This design comes from an exercise in tuning for small area, a short achievable clock period and few clock cycles per item on the open sky130 flow, not from production work. RTL that was checked went through simulation tests only; none was proved equivalent to the original. No activity file was given, so power comes from the tool's default toggle rates.

## old
Design pe8_feeder, start of the top module:
module pe8_feeder #(
  parameter int N      = 32,
  parameter int Q      = 19,
  parameter int E8     = 10,
  parameter int PE_LAT = 3
) (
  input  logic            clk,
  input  logic            rst_n,
  input  logic            i_start,
  input  logic [E8-1:0]   i_cfg_en,
  output logic            o_busy,
  input  logic            i_s_valid,
  output logic            o_s_ready,
  input  logic [N-1:0]    i_s_data,
  input  logic [N-1:0]    i_s_weight,
  output logic [14*N-1:0] o_pe_in,
  output logic [14*N-1:0] o_pe_w,
  output logic [E8-1:0]   o_pe_en,
  input  logic [7*N-1:0]  i_pe_res,
  output logic            o_m_valid,
  input  logic            i_m_ready,
  output logic [N-1:0]    o_m_data,
  output logic            o_m_last,
  output logic            o_done
);
clock: 4.0 ns
lec_check: 0
cap_margin: 20
core_margin: 2
core_utilization: 30
cts_cluster_diameter: 100
cts_cluster_size: 25
setup_slack_margin: 1.95
slew_margin: 50
tns_end_percent: 5
standard.sh (not shown) runs the stock make flow with config.mk's settings and CLKGATE_MAP_FILE= SYNTH_SCRIPT=/design/flow/synth_recipe.tcl, a recipe that flattens the netlist after the stock synthesis.
==> flow/flow/run.sh <==
#!/bin/bash
# Standard ORFS layout with three changes: the pins of each data bit share a stretch of the die
# edge (flow/io.tcl, run just before pin placement), every port is buffered by buf_2 instead of
# the default delay-cell buffer, and repair may resize across cell footprints.
set -euo pipefail
bash standard.sh finish \
  "PRE_IO_PLACEMENT_TCL=$PWD/flow/io.tcl" \
  "BUFFER_PORTS_ARGS=-buffer_cell sky130_fd_sc_hd__buf_2" \
  MATCH_CELL_FOOTPRINT=0 > flow_make.log 2>&1
Other scripts of this flow, unchanged in this note and not shown: flow/flow/io.tcl
Here is what was changed in the inputs of new compared with old.
diff --git a/flow/design.v b/flow/design.v
--- a/flow/design.v
+++ b/flow/design.v
@@ -190,18 +190,21 @@
   assign w_qempty   = ~r_v0 & (r_seq == 3'd0) & ~r_f13;
   assign w_seq_nxt  = w_pcap ? 3'd1 :
                       ((w_load & (r_seq != 3'd0)) ? ((r_seq == 3'd6) ? 3'd0 : r_seq + 3'd1) : r_seq);
   assign w_f13_nxt  = w_fcap13 | (r_f13 & ~(w_load & (r_seq == 3'd0)));
   assign w_v0_nxt   = r_cap_r0 | w_load | (r_v0 & ~w_m_hs);
   assign w_l0_nxt   = r_cap_r0 ? w_cap_full :
                       (w_load ? ((r_seq == 3'd6) | (r_seq == 3'd0)) : r_l0);
-  assign w_qempty_nxt = ~w_v0_nxt & (w_seq_nxt == 3'd0) & ~w_f13_nxt;
-  assign w_busy12_nxt = (w_seq_nxt == 3'd1) | (w_seq_nxt == 3'd2);
-  assign w_busy13_nxt = ((w_seq_nxt != 3'd0) & (w_seq_nxt <= 3'd4)) | w_f13_nxt;
-  assign w_zero_now   = r_zp & ~w_busy12_nxt & ~w_busy13_nxt;
+  assign w_qempty_nxt = (r_seq == 3'd0) & ~r_f13 & (~r_v0 | i_m_ready);
+  assign w_busy12_nxt = w_pcap | (r_seq == 3'd1) | ((r_seq == 3'd2) & ~w_hs_adv);
+  assign w_busy13_nxt = w_pcap | w_fcap13 | (r_seq == 3'd1) | (r_seq == 3'd2) | (r_seq == 3'd3) |
+                        (((r_seq == 3'd4) | ((r_seq == 3'd0) & r_f13)) & ~w_hs_adv) |
+                        (r_f13 & (r_seq != 3'd0));
+  assign w_zero_now   = r_zp & (((r_seq == 3'd0) | (r_seq == 3'd5) | (r_seq == 3'd6)) & ~r_f13 |
+                                (((r_seq == 3'd4) & ~r_f13) | ((r_seq == 3'd0) & r_f13)) & w_hs_adv);
   always_comb begin
     case (r_seq)
       3'd1:    w_src_data = r_sd[12];
       3'd2:    w_src_data = r_sw[12];
       3'd3:    w_src_data = r_sd[13];
       3'd4:    w_src_data = r_sw[13];
       3'd5:    w_src_data = r_res5;
Findings:
- Going from old to new, the initial antenna violation count was found to have gone up by 11.
- Between old and new, the flow reports total clock buffers created by CTS increasing slightly.
- Diff old..new | global-route wire length before repair | negligible
- Worst IR drop on VDD for new is lower than for old.
- Looking at new and old, the die area is a wash.
- new does worse than old on area of all placed cells without fillers.
- When the final numbers for new and old were put side by side, the count of nets after finishing turned out to be smaller in new.
- Net switching share of the total power sits higher in new than in old.
- Compare new and old | count of buffers not belonging to the clock network in the layout higher: new
- [new] placed instance count fell 124 relative to old
- Compared with old, in new fraction of cell area in non-clock buffers increased 0.80 points, fraction of the mapped netlist area in simple logic gates decreased 1.2 points.
No run of this note included a check of the RTL's function; only the layout flow was run.

* * *

Setup of before:
The RTL this note starts from:
==> flow/design.v <==
module pe8_feeder #(
  parameter int N      = 32,
  parameter int Q      = 19,
  parameter int E8     = 10,
  parameter int PE_LAT = 3
) (
  input  logic            clk,
  input  logic            rst_n,
  input  logic            i_start,
  input  logic [E8-1:0]   i_cfg_en,
  output logic            o_busy,
  input  logic            i_s_valid,
  output logic            o_s_ready,
  input  logic [N-1:0]    i_s_data,
  input  logic [N-1:0]    i_s_weight,
  output logic [14*N-1:0] o_pe_in,
  output logic [14*N-1:0] o_pe_w,
  output logic [E8-1:0]   o_pe_en,
  input  logic [7*N-1:0]  i_pe_res,
  output logic            o_m_valid,
  input  logic            i_m_ready,
  output logic [N-1:0]    o_m_data,
  output logic            o_m_last,
  output logic            o_done
);
  if (Q >= N || PE_LAT < 1) begin : g_param_check
    $error("pe8_feeder: parameters need Q < N and PE_LAT >= 1");
  end
  logic          r_p_v;             
  logic [E8-1:0] r_p_cfg;
  logic          r_l_v;             
  logic [E8-1:0] r_l_cfg;
  logic [3:0]    r_idx;             
  logic          r_s_ready;
  logic          r_b_v;             
  logic [E8-1:0] r_b_cfg;
  logic          r_pe_on;           
  logic [1:0]    r_bc;              
  logic [E8-1:0] r_pe_en;
  logic          r_done;
  logic [N-1:0]  r_sd [14];
  logic [N-1:0]  r_sw [14];
  logic [N-1:0]  r_bd [3];
  logic [N-1:0]  r_bw [3];
  logic [N-1:0]  r_res [7];
  logic [6:0]    r_rv;              
  logic [6:0]    r_rl;              
  logic w_l_full, w_s_hs, w_last_hs, w_start, w_l_take;
  logic w_b_end, w_b_now, w_b_start, w_b_v_nxt, w_pe_on_nxt, w_l_v_nxt;
  logic [3:0] w_idx_nxt;
  logic w_m_hs, w_cap, w_cap_full;
  logic [6:0] w_t, w_rv_sh;
  assign w_l_full  = r_l_cfg[E8-1];
  assign w_s_hs    = i_s_valid & r_s_ready;
  assign w_last_hs = w_s_hs & (r_idx == (w_l_full ? 4'd7 : 4'd13));
  assign w_start   = i_start & ~r_p_v;
  assign w_l_take  = (~r_l_v | w_last_hs) & (r_p_v | w_start);
  assign w_l_v_nxt = w_l_take | (r_l_v & ~w_last_hs);
  assign w_idx_nxt = w_l_take ? 4'd0 : (w_s_hs ? r_idx + 4'd1 : r_idx);
  assign w_b_end   = r_pe_on & (r_bc == 2'd3);
  assign w_b_now   = w_last_hs & ~r_pe_on &
                     (w_l_full ? (r_rv[6:4] == 3'd0) : (r_rv == 7'd0));
  assign w_b_start = r_b_v & ~r_pe_on &
                     (r_b_cfg[E8-1] ? (r_rv[6:4] == 3'd0) : (r_rv == 7'd0));
  assign w_pe_on_nxt = w_b_now | w_b_start | (r_pe_on & ~w_b_end);
  assign w_b_v_nxt   = w_last_hs | (r_b_v & ~w_b_end);
  assign w_s_ready_nxt = w_l_v_nxt & ((w_idx_nxt < 4'd3) | ~w_b_v_nxt |
                                      (w_pe_on_nxt & r_pe_on & (r_bc == 2'd2)));
  always_ff @(posedge clk or negedge rst_n) begin
    if (!rst_n) begin
      r_p_v     <= 1'b0;
      r_l_v     <= 1'b0;
      r_s_ready <= 1'b0;
      r_b_v     <= 1'b0;
      r_pe_on   <= 1'b0;
      r_pe_en   <= {E8{1'b0}};
      r_rv      <= 7'd0;
      r_done    <= 1'b0;
    end else begin
      r_p_v     <= r_p_v ? ~w_l_take : (w_start & ~w_l_take);
      r_l_v     <= w_l_v_nxt;
      r_s_ready <= w_s_ready_nxt;
      r_b_v     <= w_b_v_nxt;
      r_pe_on   <= w_pe_on_nxt;
      r_pe_en   <= w_b_now ? r_l_cfg : (w_pe_on_nxt ? r_b_cfg : {E8{1'b0}});
      r_rv      <= w_cap ? (w_cap_full ? (r_cap_lo ? 7'b0000001 : w_rv_sh | 7'b0010000)
                                       : 7'b1111111)
                         : w_rv_sh;
      r_done    <= w_m_hs & r_rl[0];
    end
  end
  always_ff @(posedge clk) begin
    r_idx <= w_idx_nxt;
    r_bc  <= r_pe_on ? r_bc + 2'd1 : 2'd0;
    if (w_start & ~r_p_v & ~w_l_take) r_p_cfg <= i_cfg_en;
    if (w_l_take) r_l_cfg <= r_p_v ? r_p_cfg : i_cfg_en;
    if (w_last_hs) r_b_cfg <= r_l_cfg;
  end
  logic          w_s_ready_nxt, w_l_full_nxt;
  logic [2:0]    r_we_b;            
  logic [13:0]   r_we_s;            
  logic          r_zero;            
  logic [N-1:0]  w_zd, w_zw;
  assign w_l_full_nxt = w_l_take ? (r_p_v ? r_p_cfg[E8-1] : i_cfg_en[E8-1]) : w_l_full;
  assign w_zd = r_zero ? {N{1'b0}} : i_s_data;
  assign w_zw = r_zero ? {N{1'b0}} : i_s_weight;
  always_ff @(posedge clk) begin
    for (int k = 0; k < 3; k++) r_we_b[k] <= w_l_v_nxt & (w_idx_nxt == 4'(k));
    for (int k = 0; k < 3; k++) r_we_s[k] <= w_s_ready_nxt & (w_idx_nxt == 4'd3);
    for (int k = 3; k < 8; k++) r_we_s[k] <= w_s_ready_nxt & (w_idx_nxt == 4'(k));
    for (int k = 8; k < 14; k++)
      r_we_s[k] <= w_s_ready_nxt & ((w_idx_nxt == 4'(k)) | ((w_idx_nxt == 4'd3) & w_l_full_nxt));
    r_zero <= (w_idx_nxt == 4'd3);
  end
  always_ff @(posedge clk) begin
    for (int k = 0; k < 3; k++) begin
      if (r_we_b[k]) begin
        r_bd[k] <= i_s_data;
        r_bw[k] <= i_s_weight;
      end
      if (r_we_s[k]) begin
        r_sd[k] <= r_bd[k];
        r_sw[k] <= r_bw[k];
      end
    end
    for (int k = 3; k < 8; k++) begin
      if (r_we_s[k]) begin
        r_sd[k] <= i_s_data;
        r_sw[k] <= i_s_weight;
      end
    end
    for (int k = 8; k < 14; k++) begin
      if (r_we_s[k]) begin
        r_sd[k] <= w_zd;
        r_sw[k] <= w_zw;
      end
    end
  end
  logic r_cap;                      
  logic r_cap_lo;                   
  logic [N-1:0] w_res4;
  assign w_m_hs = r_rv[0] & i_m_ready;
  always_comb begin
    w_t[0] = w_m_hs | ~r_rv[0];
    for (int k = 1; k < 7; k++) w_t[k] = w_t[k-1] | ~r_rv[k];
  end
  assign w_rv_sh    = ({1'b0, r_rv[6:1]} & w_t) | (r_rv & ~w_t);
  assign w_cap      = r_cap;
  assign w_cap_full = r_b_cfg[E8-1];
  assign w_res4     = w_cap_full ? i_pe_res[N-1:0] : i_pe_res[4*N +: N];
  always_ff @(posedge clk or negedge rst_n) begin
    if (!rst_n) begin
      r_cap    <= 1'b0;
      r_cap_lo <= 1'b0;
    end else begin
      r_cap    <= r_pe_on & (r_bc == 2'd2);
      r_cap_lo <= r_pe_on & (r_bc == 2'd2) & (~r_b_cfg[E8-1] | (w_rv_sh == 7'd0));
    end
  end
  always_ff @(posedge clk) begin
    for (int k = 0; k < 4; k++) begin
      if (r_cap_lo) begin
        r_res[k] <= i_pe_res[k*N +: N];
        r_rl[k]  <= (k == 0) & w_cap_full;
      end else if (w_t[k]) begin
        r_res[k] <= r_res[k+1];
        r_rl[k]  <= r_rl[k+1];
      end
    end
    for (int k = 4; k < 6; k++) begin
      if (r_cap) begin
        r_res[k] <= (k == 4) ? w_res4 : i_pe_res[k*N +: N];
        r_rl[k]  <= (k == 4) & w_cap_full;
      end else if (w_t[k]) begin
        r_res[k] <= r_res[k+1];
        r_rl[k]  <= r_rl[k+1];
      end
    end
    if (r_cap) begin
      r_res[6] <= i_pe_res[6*N +: N];
      r_rl[6]  <= 1'b1;
    end
  end
  for (genvar k = 0; k < 14; k++) begin : g_slot
    assign o_pe_in[k*N +: N] = r_sd[k];
    assign o_pe_w[k*N +: N]  = r_sw[k];
  end
  assign o_busy    = r_p_v;
  assign o_s_ready = r_s_ready;
  assign o_pe_en   = r_pe_en;
  assign o_m_valid = r_rv[0];
  assign o_m_data  = r_res[0];
  assign o_m_last  = r_rl[0];
  assign o_done    = r_done;
endmodule
clock: 4.0 ns
lec_check: 0
cap_margin: 20
core_margin: 2
core_utilization: 30
cts_cluster_diameter: 100
cts_cluster_size: 25
setup_slack_margin: 1.95
slew_margin: 20
==> flow/flow/io.tcl <==
# Pin regions: the pins of each data bit b (i_s_data/i_s_weight[b], o_pe_in/o_pe_w[32*s+b],
# i_pe_res[32*w+b], o_m_data[b]) share one stretch of the die edge, so the registers of that
# bit sit next to their pins. The control pins get a stretch of their own.
set block [ord::get_db_block]
set dbu [[ord::get_db_tech] getDbUnitsPerMicron]
set die [$block getDieArea]
set W [expr {([$die xMax] - [$die xMin]) / double($dbu)}]
set H [expr {([$die yMax] - [$die yMin]) / double($dbu)}]

proc esc {name idx} { return "$name\[$idx\]" }

set groups {}
for {set b 0} {$b < 32} {incr b} {
  set pins {}
  lappend pins [esc i_s_data $b] [esc i_s_weight $b] [esc o_m_data $b]
  for {set s 0} {$s < 14} {incr s} {
    lappend pins [esc o_pe_in [expr {32 * $s + $b}]] [esc o_pe_w [expr {32 * $s + $b}]]
  }
  for {set w 0} {$w < 7} {incr w} { lappend pins [esc i_pe_res [expr {32 * $w + $b}]] }
  lappend groups $pins
}
set ctl {clk rst_n i_start o_busy i_s_valid o_s_ready o_m_valid i_m_ready o_m_last o_done}
for {set i 0} {$i < 10} {incr i} { lappend ctl [esc i_cfg_en $i] [esc o_pe_en $i] }
# control pins in the middle of the sequence, so they sit mid-way along an edge
set order [concat [lrange $groups 0 15] [list $ctl] [lrange $groups 16 31]]

# walk the edges: bottom (left to right), right (bottom to top), top (right to left), left (top to
# bottom); the vertical-layer pins of the bottom and top edges pack closer, so those edges take more
set counts {10 6 10 7}
set margin 4.0
set i 0
for {set side 0} {$side < 4} {incr side} {
  set cnt [lindex $counts $side]
  if {$side == 0 || $side == 2} { set len $W } else { set len $H }
  set step [expr {($len - 2 * $margin) / $cnt}]
  for {set k 0} {$k < $cnt} {incr k} {
    set pins [lindex $order $i]
    set a [expr {$margin + $k * $step}]
    set e [expr {$a + $step}]
    switch $side {
      0 { set reg "bottom:[format %.2f $a]-[format %.2f $e]" }
      1 { set reg "right:[format %.2f $a]-[format %.2f $e]" }
      2 { set reg "top:[format %.2f [expr {$len - $e}]]-[format %.2f [expr {$len - $a}]]" }
      3 { set reg "left:[format %.2f [expr {$len - $e}]]-[format %.2f [expr {$len - $a}]]" }
    }
    set_io_pin_constraint -region $reg -pin_names $pins
    incr i
  }
}
Scripts as last shown in full above: flow/flow/run.sh
Testbench counts of before, summed over its fixed seeds: cycles 3,394, jobs 320.
Relative to before, the following input files were edited for after:
--- a/flow/design.v
+++ b/flow/design.v
@@ -43,15 +43,17 @@
   logic [N-1:0]  r_bd [3];
   logic [N-1:0]  r_bw [3];
   logic [N-1:0]  r_res [7];
   logic [6:0]    r_rv;              
   logic [6:0]    r_rl;              
+  logic          r_lastv;           
   logic w_l_full, w_s_hs, w_last_hs, w_start, w_l_take;
   logic w_b_end, w_b_now, w_b_start, w_b_v_nxt, w_pe_on_nxt, w_l_v_nxt;
   logic [3:0] w_idx_nxt;
   logic w_m_hs, w_cap, w_cap_full;
-  logic [6:0] w_t, w_rv_sh;
+  logic [6:0] w_t, w_rv_sh, w_rv_nxt;
+  logic w_rl0_nxt;
   assign w_l_full  = r_l_cfg[E8-1];
   assign w_s_hs    = i_s_valid & r_s_ready;
   assign w_last_hs = w_s_hs & (r_idx == (w_l_full ? 4'd7 : 4'd13));
   assign w_start   = i_start & ~r_p_v;
   assign w_l_take  = (~r_l_v | w_last_hs) & (r_p_v | w_start);
@@ -71,24 +73,29 @@
       r_p_v     <= 1'b0;
       r_l_v     <= 1'b0;
       r_s_ready <= 1'b0;
       r_b_v     <= 1'b0;
       r_pe_on   <= 1'b0;
-      r_pe_en   <= {E8{1'b0}};
       r_rv      <= 7'd0;
-      r_done    <= 1'b0;
+      r_lastv   <= 1'b0;
     end else begin
       r_p_v     <= r_p_v ? ~w_l_take : (w_start & ~w_l_take);
       r_l_v     <= w_l_v_nxt;
       r_s_ready <= w_s_ready_nxt;
       r_b_v     <= w_b_v_nxt;
       r_pe_on   <= w_pe_on_nxt;
-      r_pe_en   <= w_b_now ? r_l_cfg : (w_pe_on_nxt ? r_b_cfg : {E8{1'b0}});
-      r_rv      <= w_cap ? (w_cap_full ? (r_cap_lo ? 7'b0000001 : w_rv_sh | 7'b0010000)
-                                       : 7'b1111111)
-                         : w_rv_sh;
-      r_done    <= w_m_hs & r_rl[0];
+      r_rv      <= w_rv_nxt;
+      r_lastv   <= w_rv_nxt[0] & w_rl0_nxt;
+    end
+  end
+  always_ff @(posedge clk) begin
+    if (!rst_n) begin
+      r_pe_en <= {E8{1'b0}};
+      r_done  <= 1'b0;
+    end else begin
+      r_pe_en <= w_b_now ? r_l_cfg : (w_pe_on_nxt ? r_b_cfg : {E8{1'b0}});
+      r_done  <= i_m_ready & r_lastv;
     end
   end
   always_ff @(posedge clk) begin
     r_idx <= w_idx_nxt;
     r_bc  <= r_pe_on ? r_bc + 2'd1 : 2'd0;
@@ -146,10 +153,14 @@
   end
   assign w_rv_sh    = ({1'b0, r_rv[6:1]} & w_t) | (r_rv & ~w_t);
   assign w_cap      = r_cap;
   assign w_cap_full = r_b_cfg[E8-1];
   assign w_res4     = w_cap_full ? i_pe_res[N-1:0] : i_pe_res[4*N +: N];
+  assign w_rv_nxt   = w_cap ? (w_cap_full ? (r_cap_lo ? 7'b0000001 : w_rv_sh | 7'b0010000)
+                                          : 7'b1111111)
+                            : w_rv_sh;
+  assign w_rl0_nxt  = r_cap_lo ? w_cap_full : (w_t[0] ? r_rl[1] : r_rl[0]);
   always_ff @(posedge clk or negedge rst_n) begin
     if (!rst_n) begin
       r_cap    <= 1'b0;
       r_cap_lo <= 1'b0;
     end else begin
## What came out
The share of cell area taken by muxes after synthesis on after is in line with that on before. For after, the worst setup path endpoint was o_busy, unlike before, where it was o_done. Going from before to after, global placer's final weighted congestion dropped 0.66%; worst reg-to-reg path cell count went up 7; wire length per cell after detailed routing picked up an extra 2.2%; via density per instance saw an increase. after -> before: relative contribution of combinational cells to total power flat. Final standard cell utilization of the core in after is 0.27 points higher than in before. The number of different library cells in the post-synthesis netlist of after is lower than that of before. after vs before — fmax climbed slightly. before has higher worst slack on hold paths than after. Clock power share (lower): after.
Testbench counts of after, summed over its fixed seeds: cycles 3,394, jobs 320.

## re-timing with driven ports
In the flow no input, the clock included, has a driving cell. The finished layouts below were timed again as built, in two steps. Step 1 assumes that a clkbuf_16 drives the clock port and a buf_2 every other input. Step 2 moves the port delays by t, midway between the first and last clock arrival at a register: inputs arrive t later, outputs are due t later. That takes back most of the time a late clock gives input paths. a / b / c = no drivers / after step 1 / after step 2; a / b = the first two.
| run | t, ns | setup WS [ns] | worst hold slack (ns) | pins driven straight from the clock port |
|---|---|---|---|---|
| old | 0.750 | 0.899 / 0.899 / 0.375 | 0.065 / 0.007 / 0.413 | 1 |
| new | 0.764 | 1.730 / 1.724 / 1.245 | 0.266 / 0.237 / 0.410 | 1 |
| before | 0.747 | 1.908 / 1.825 / 1.418 | 0.154 / 0.099 / 0.409 | 1 |
| after | 0.748 | 1.930 / 1.849 / 1.389 | 0.086 / 0.036 / 0.406 | 1 |
After both steps every run listed still meets setup and hold. The setup slack of after, which loses most, moves by -0.081 ns with the drivers and by -0.541 ns with both steps.
